What follows belongs to an exercise in optimizing a design on an open flow for small area and a short achievable clock period; a production flow would make more cautious choices.
In this exercise RTL edits were held to simulation tests only and were not proved equivalent to the original.
No driver is modelled on the clock port, so clocking that relies on it looks cheaper here than on a real chip.

== job 6247 ==
==> flow/design.v <==
package noc_pkg;
	localparam int num_nodes = 8;
	localparam int node_w = $clog2(num_nodes);
	localparam int num_ports = 3;
	localparam int num_vcs = 2;
	localparam int vc_w = $clog2(num_vcs);
	localparam int vc_depth = 2;
	localparam int flit_data_w = 15;
	localparam int flit_w = 2 + vc_w + flit_data_w;
	localparam int kind_lsb = vc_w + flit_data_w;
	localparam int vc_lsb = flit_data_w;
	localparam logic [1:0] port_anticlockwise = 2'd0;
	localparam logic [1:0] port_clockwise = 2'd1;
	localparam logic [1:0] port_across = 2'd2;
	localparam logic [1:0] port_local = 2'd3;
	localparam logic [1:0] kind_tail = 2'b00;
	localparam logic [1:0] kind_head = 2'b01;
	localparam logic [1:0] kind_body = 2'b10;
	localparam logic [1:0] kind_header = 2'b11;
	function automatic logic [1:0] route_dir(input logic [2:0] dest,
		input logic [2:0] cur);
		logic [2:0] d;
		d = dest - cur;
		case (d)
			3'd0: route_dir = port_local;
			3'd1, 3'd2: route_dir = port_clockwise;
			3'd6, 3'd7: route_dir = port_anticlockwise;
			default: route_dir = port_across;
		endcase
	endfunction
endpackage
`timescale 1ns/100ps
module spidergon_node #(
	parameter logic [noc_pkg::node_w-1:0] node_id = 0
) (
	input logic clk,
	input logic reset,
	input logic [noc_pkg::flit_w-1:0] in_flit_across,
	input logic [noc_pkg::flit_w-1:0] in_flit_clockwise,
	input logic [noc_pkg::flit_w-1:0] in_flit_anticlockwise,
	input logic [noc_pkg::num_ports-1:0] in_valid,
	output logic [noc_pkg::num_ports*noc_pkg::num_vcs-1:0] vc_free,
	output logic [noc_pkg::num_ports*noc_pkg::num_vcs-1:0] vc_full,
	output logic [noc_pkg::flit_w-1:0] out_flit_across,
	output logic [noc_pkg::flit_w-1:0] out_flit_clockwise,
	output logic [noc_pkg::flit_w-1:0] out_flit_anticlockwise,
	output logic [noc_pkg::num_ports-1:0] out_valid,
	input logic [noc_pkg::num_ports*noc_pkg::num_vcs-1:0] adj_vc_free,
	input logic [noc_pkg::num_ports*noc_pkg::num_vcs-1:0] adj_vc_full,
	output logic [noc_pkg::flit_w-1:0] eject_flit,
	output logic eject_valid
);
	localparam int nb = 6;
	localparam int sw = 17;
	logic [2:0][noc_pkg::flit_w-1:0] in_f;
	assign in_f[0] = in_flit_anticlockwise;
	assign in_f[1] = in_flit_clockwise;
	assign in_f[2] = in_flit_across;
	logic [nb-1:0][sw-1:0] mem0, mem1;
	logic [nb-1:0] rd;        
	logic [nb-1:0] ne;        
	logic [nb-1:0] full;
	logic [nb-1:0] free;      
	logic [nb-1:0][1:0] ldir;
	logic [nb-1:0] wr_en;
	logic [nb-1:0] deq;
	logic [nb-1:0][1:0] fk;   
	logic [nb-1:0][2:0] fdest;
	logic [nb-1:0] head;      
	logic [nb-1:0][1:0] dir;
	logic [nb-1:0][sw-1:0] back;
	logic [3:0][nb-1:0] sel_q;
	logic [3:0][nb-1:0] lk;
	logic [3:0][nb-1:1] mask;
	logic [3:0][nb-1:0] req;
	logic [3:0][nb-1:0] grant;
	for (genvar b = 0; b < nb; b++)
	begin : g_buf
		localparam int p = b / 2;
		localparam int v = b % 2;
		logic [sw-1:0] fr;
		assign wr_en[b] = in_valid[p] && (in_f[p][15] == v) && !full[b];
		assign fr = rd[b] ? mem1[b] : mem0[b];
		assign back[b] = rd[b] ? mem0[b] : mem1[b];
		assign fk[b] = fr[16:15];
		assign fdest[b] = fr[14:12];
		assign head[b] = fk[b][0];
		assign dir[b] = head[b] ? noc_pkg::route_dir(fdest[b], node_id) : ldir[b];
		always_ff @(posedge clk)
		begin
			if (wr_en[b] && !(rd[b] ^ ne[b]))
				mem0[b] <= {in_f[p][17:16], in_f[p][14:0]};
			if (wr_en[b] && (rd[b] ^ ne[b]))
				mem1[b] <= {in_f[p][17:16], in_f[p][14:0]};
		end
		always_ff @(posedge clk)
		begin
			if (reset)
			begin
				rd[b] <= 1'b0;
				ne[b] <= 1'b0;
				full[b] <= 1'b0;
				free[b] <= 1'b1;
				ldir[b] <= noc_pkg::port_local;
			end
			else
			begin
				rd[b] <= rd[b] ^ deq[b];
				ne[b] <= wr_en[b] || (ne[b] && !(deq[b] && !full[b]));
				full[b] <= full[b] ? !deq[b] : (ne[b] && wr_en[b] && !deq[b]);
				if (wr_en[b] && in_f[p][16])
					free[b] <= 1'b0;
				else if (deq[b] && (fk[b][1] == fk[b][0]))
					free[b] <= 1'b1;
				if (ne[b] && fk[b] == noc_pkg::kind_head)
					ldir[b] <= dir[b];
			end
		end
		assign deq[b] = grant[0][b] | grant[1][b] | grant[2][b] | grant[3][b];
	end
	assign vc_free = free;
	assign vc_full = full;
	for (genvar o = 0; o < 4; o++)
	begin : g_out
		logic [nb-1:0] hi;
				logic [nb-1:1] kill;
		logic [sw-1:0] of;
		for (genvar b = 0; b < nb; b++)
		begin : g_req
			logic ok_lock;
			logic ok_flow;
			assign ok_lock = !(|lk[o]) || lk[o][b];
			if (o == 3)
				assign ok_flow = 1'b1;
			else
				assign ok_flow = !adj_vc_full[o*2 + b%2] && (!head[b] || adj_vc_free[o*2 + b%2]);
			assign req[o][b] = ne[b] && (dir[b] == o) && ok_lock && ok_flow;
		end
		assign hi = req[o] & {mask[o], 1'b0};
		for (genvar b = 0; b < nb; b++)
		begin : g_grant
			if (b == 0)
				assign grant[o][b] = req[o][b] && !(|hi);
			else
				assign grant[o][b] = req[o][b] && (mask[o][b] ? !(|hi[b-1:0]) :
					!(|hi) && !(|req[o][b-1:0]));
			if (b > 0)
				assign kill[b] = |grant[o][b-1:0];
		end
		always_ff @(posedge clk)
		begin
			if (reset)
			begin
				sel_q[o] <= '0;
				lk[o] <= '0;
				mask[o] <= '0;
			end
			else
			begin
				sel_q[o] <= grant[o];
				for (int b = 0; b < nb; b++)
				begin
					if (grant[o][b])
						lk[o][b] <= (fk[b] == noc_pkg::kind_head) ||
							(fk[b] != noc_pkg::kind_tail && lk[o][b]);
				end
				if (|req[o])
					mask[o] <= kill[nb-1:1];
			end
		end
		always_comb
		begin
			of = '0;
			for (int b = 0; b < nb; b++)
				if (sel_q[o][b])
					of = of | back[b];
		end
		assign g_out_flit[o] = {of[16:15], sel_q[o][1] | sel_q[o][3] | sel_q[o][5], of[14:0]};
		assign g_out_valid[o] = |sel_q[o];
	end
	logic [3:0][noc_pkg::flit_w-1:0] g_out_flit;
	logic [3:0] g_out_valid;
	assign out_flit_anticlockwise = g_out_flit[0];
	assign out_flit_clockwise = g_out_flit[1];
	assign out_flit_across = g_out_flit[2];
	assign eject_flit = g_out_flit[3];
	assign out_valid = g_out_valid[2:0];
	assign eject_valid = g_out_valid[3];
endmodule
Settings: LEC_CHECK=0, CAP_MARGIN=20, CORE_MARGIN=2, CORE_UTILIZATION=60, CTS_CLUSTER_DIAMETER=100, CTS_CLUSTER_SIZE=20, SETUP_SLACK_MARGIN=2.8, SLEW_MARGIN=20, TNS_END_PERCENT=0; clock period 6.0 ns.
standard.sh (not shown) runs the stock make flow with config.mk's settings and CLKGATE_MAP_FILE= SYNTH_SCRIPT=/design/flow/synth_recipe.tcl, a recipe that flattens the netlist after the stock synthesis.
==> flow/flow/run.sh <==
#!/bin/bash
# The standard layout with two changes: plain buf_2 cells as the port buffers (every
# port still gets its own buffer), and before clock tree synthesis the flip-flops that
# drive many loads are given a stronger drive (same cell type, dfxtp_1 -> dfxtp_4)
set -euo pipefail
here=$(pwd)
export BUFFER_PORTS_ARGS="-buffer_cell sky130_fd_sc_hd__buf_2"
export PRE_CTS_TCL="$here/flow/upsize.tcl"
export UPSIZE_FANOUT=8
bash standard.sh > standard_flow.log 2>&1
==> flow/flow/upsize.tcl <==
# size up weak flip-flops that drive many loads (drive strength only, same cell type)
set n 0
foreach inst [all_registers] {
  set master [get_property $inst ref_name]
  if {$master eq "sky130_fd_sc_hd__dfxtp_1"} {
    set q [get_pins -of_objects $inst -filter "direction==output"]
    set fo [llength [get_pins -of_objects [get_nets -of_objects $q] -filter "direction==input"]]
    if {$fo >= $::env(UPSIZE_FANOUT)} { replace_cell $inst sky130_fd_sc_hd__dfxtp_4; incr n }
  }
}
puts "upsized $n flip-flops"
Here is what was changed in the inputs of job 3265 compared with job 6247.
Settings: clearing CTS_CLUSTER_SIZE, which used to be 20; clearing CTS_CLUSTER_DIAMETER, which used to be 100; swapping 2.8 for 3.0 in SETUP_SLACK_MARGIN; swapping 60 for 40 in CORE_UTILIZATION; clearing TNS_END_PERCENT, which used to be 0.
==> flow/run.sh (new file) <==
#!/bin/bash
# synth_recipe.tcl (not shown) runs the flow's synth.tcl, then flattens the netlist and writes it again
# the make line also repeats each setting of config.mk as NAME=value (left out here)
make -C /OpenROAD-flow-scripts/flow DESIGN_CONFIG=/design/flow/config.mk WORK_HOME=/design/flow/orfs CLKGATE_MAP_FILE= SYNTH_SCRIPT=/design/flow/synth_recipe.tcl finish
removed: flow/flow/run.sh
removed: flow/flow/upsize.tcl
removed: flow/standard.sh
### Flow results
Job 3265: all stages complete, timing, DRC and antenna checks passed. Core area grows by more than half when moving from job 6247 to job 3265. Detailed-route vias per instance | job 3265 below job 6247. Going from job 6247 to job 3265, non-clock buffer count grew by more than half. Taking job 6247 as the reference, in job 3265 transition time at the pin with the least slew margin now sits lower, delay contributed by the slowest stage of the critical path now sits higher.
Edits applied to the flow inputs when going from job 3265 to job 8548:
Settings: SETUP_SLACK_MARGIN: 3.0 -> 2.5; CORE_UTILIZATION: 40 -> 60.
Findings:
- Of the two values seen for slowest cell on the critical path, sky130_fd_sc_hd__mux2_2 was produced by job 8548 and sky130_fd_sc_hd__a222oi_1 by job 3265.
- On job 8548: final critical-path required period is 110 ps lower than what job 3265 gave.
- When the final numbers for job 8548 and job 3265 were put side by side, the cell count along the critical path turned out to be greater in job 3265.
- Diff job 8548 and job 3265: global-route usage lower in job 3265

[afterwards: timing with drivers on the ports]
No port has a modelled driver above. Below, the same layouts with a new extraction and two added sets of constraints. Step 1 (the two cells are an assumption about what drives the block):
set clk [get_ports {clk}]
set_driving_cell -lib_cell sky130_fd_sc_hd__clkbuf_16 $clk
set_driving_cell -lib_cell sky130_fd_sc_hd__buf_2 [delete_from_list [all_inputs] $clk]
Step 2 moves the port delays by t, midway between the first and last clock arrival at a register: inputs arrive t later, outputs are due t later. That takes back most of the time a late clock gives input paths. Three values: ideal ports, drivers, drivers and shift; two values: the first two.
| run | shift t [ns] | slack for setup (ns) | clock arrival spread, ns | worst register clock-pin slew, ns |
|---|---|---|---|---|
| job 6247 | 0.574 | 2.712 / 2.662 / 2.374 | 0.033 / 0.032 | 0.10 / 0.10 |
| job 3265 | 0.576 | 2.323 / 2.323 / 2.091 | 0.029 / 0.029 | 0.06 / 0.06 |
| job 8548 | 0.632 | 2.437 / 2.385 / 1.928 | 0.024 / 0.024 | 0.07 / 0.07 |
After both steps setup and hold are still met in every run listed. For job 8548, which loses most, drivers alone change the setup slack by -0.052 ns; drivers and shift together by -0.509 ns.
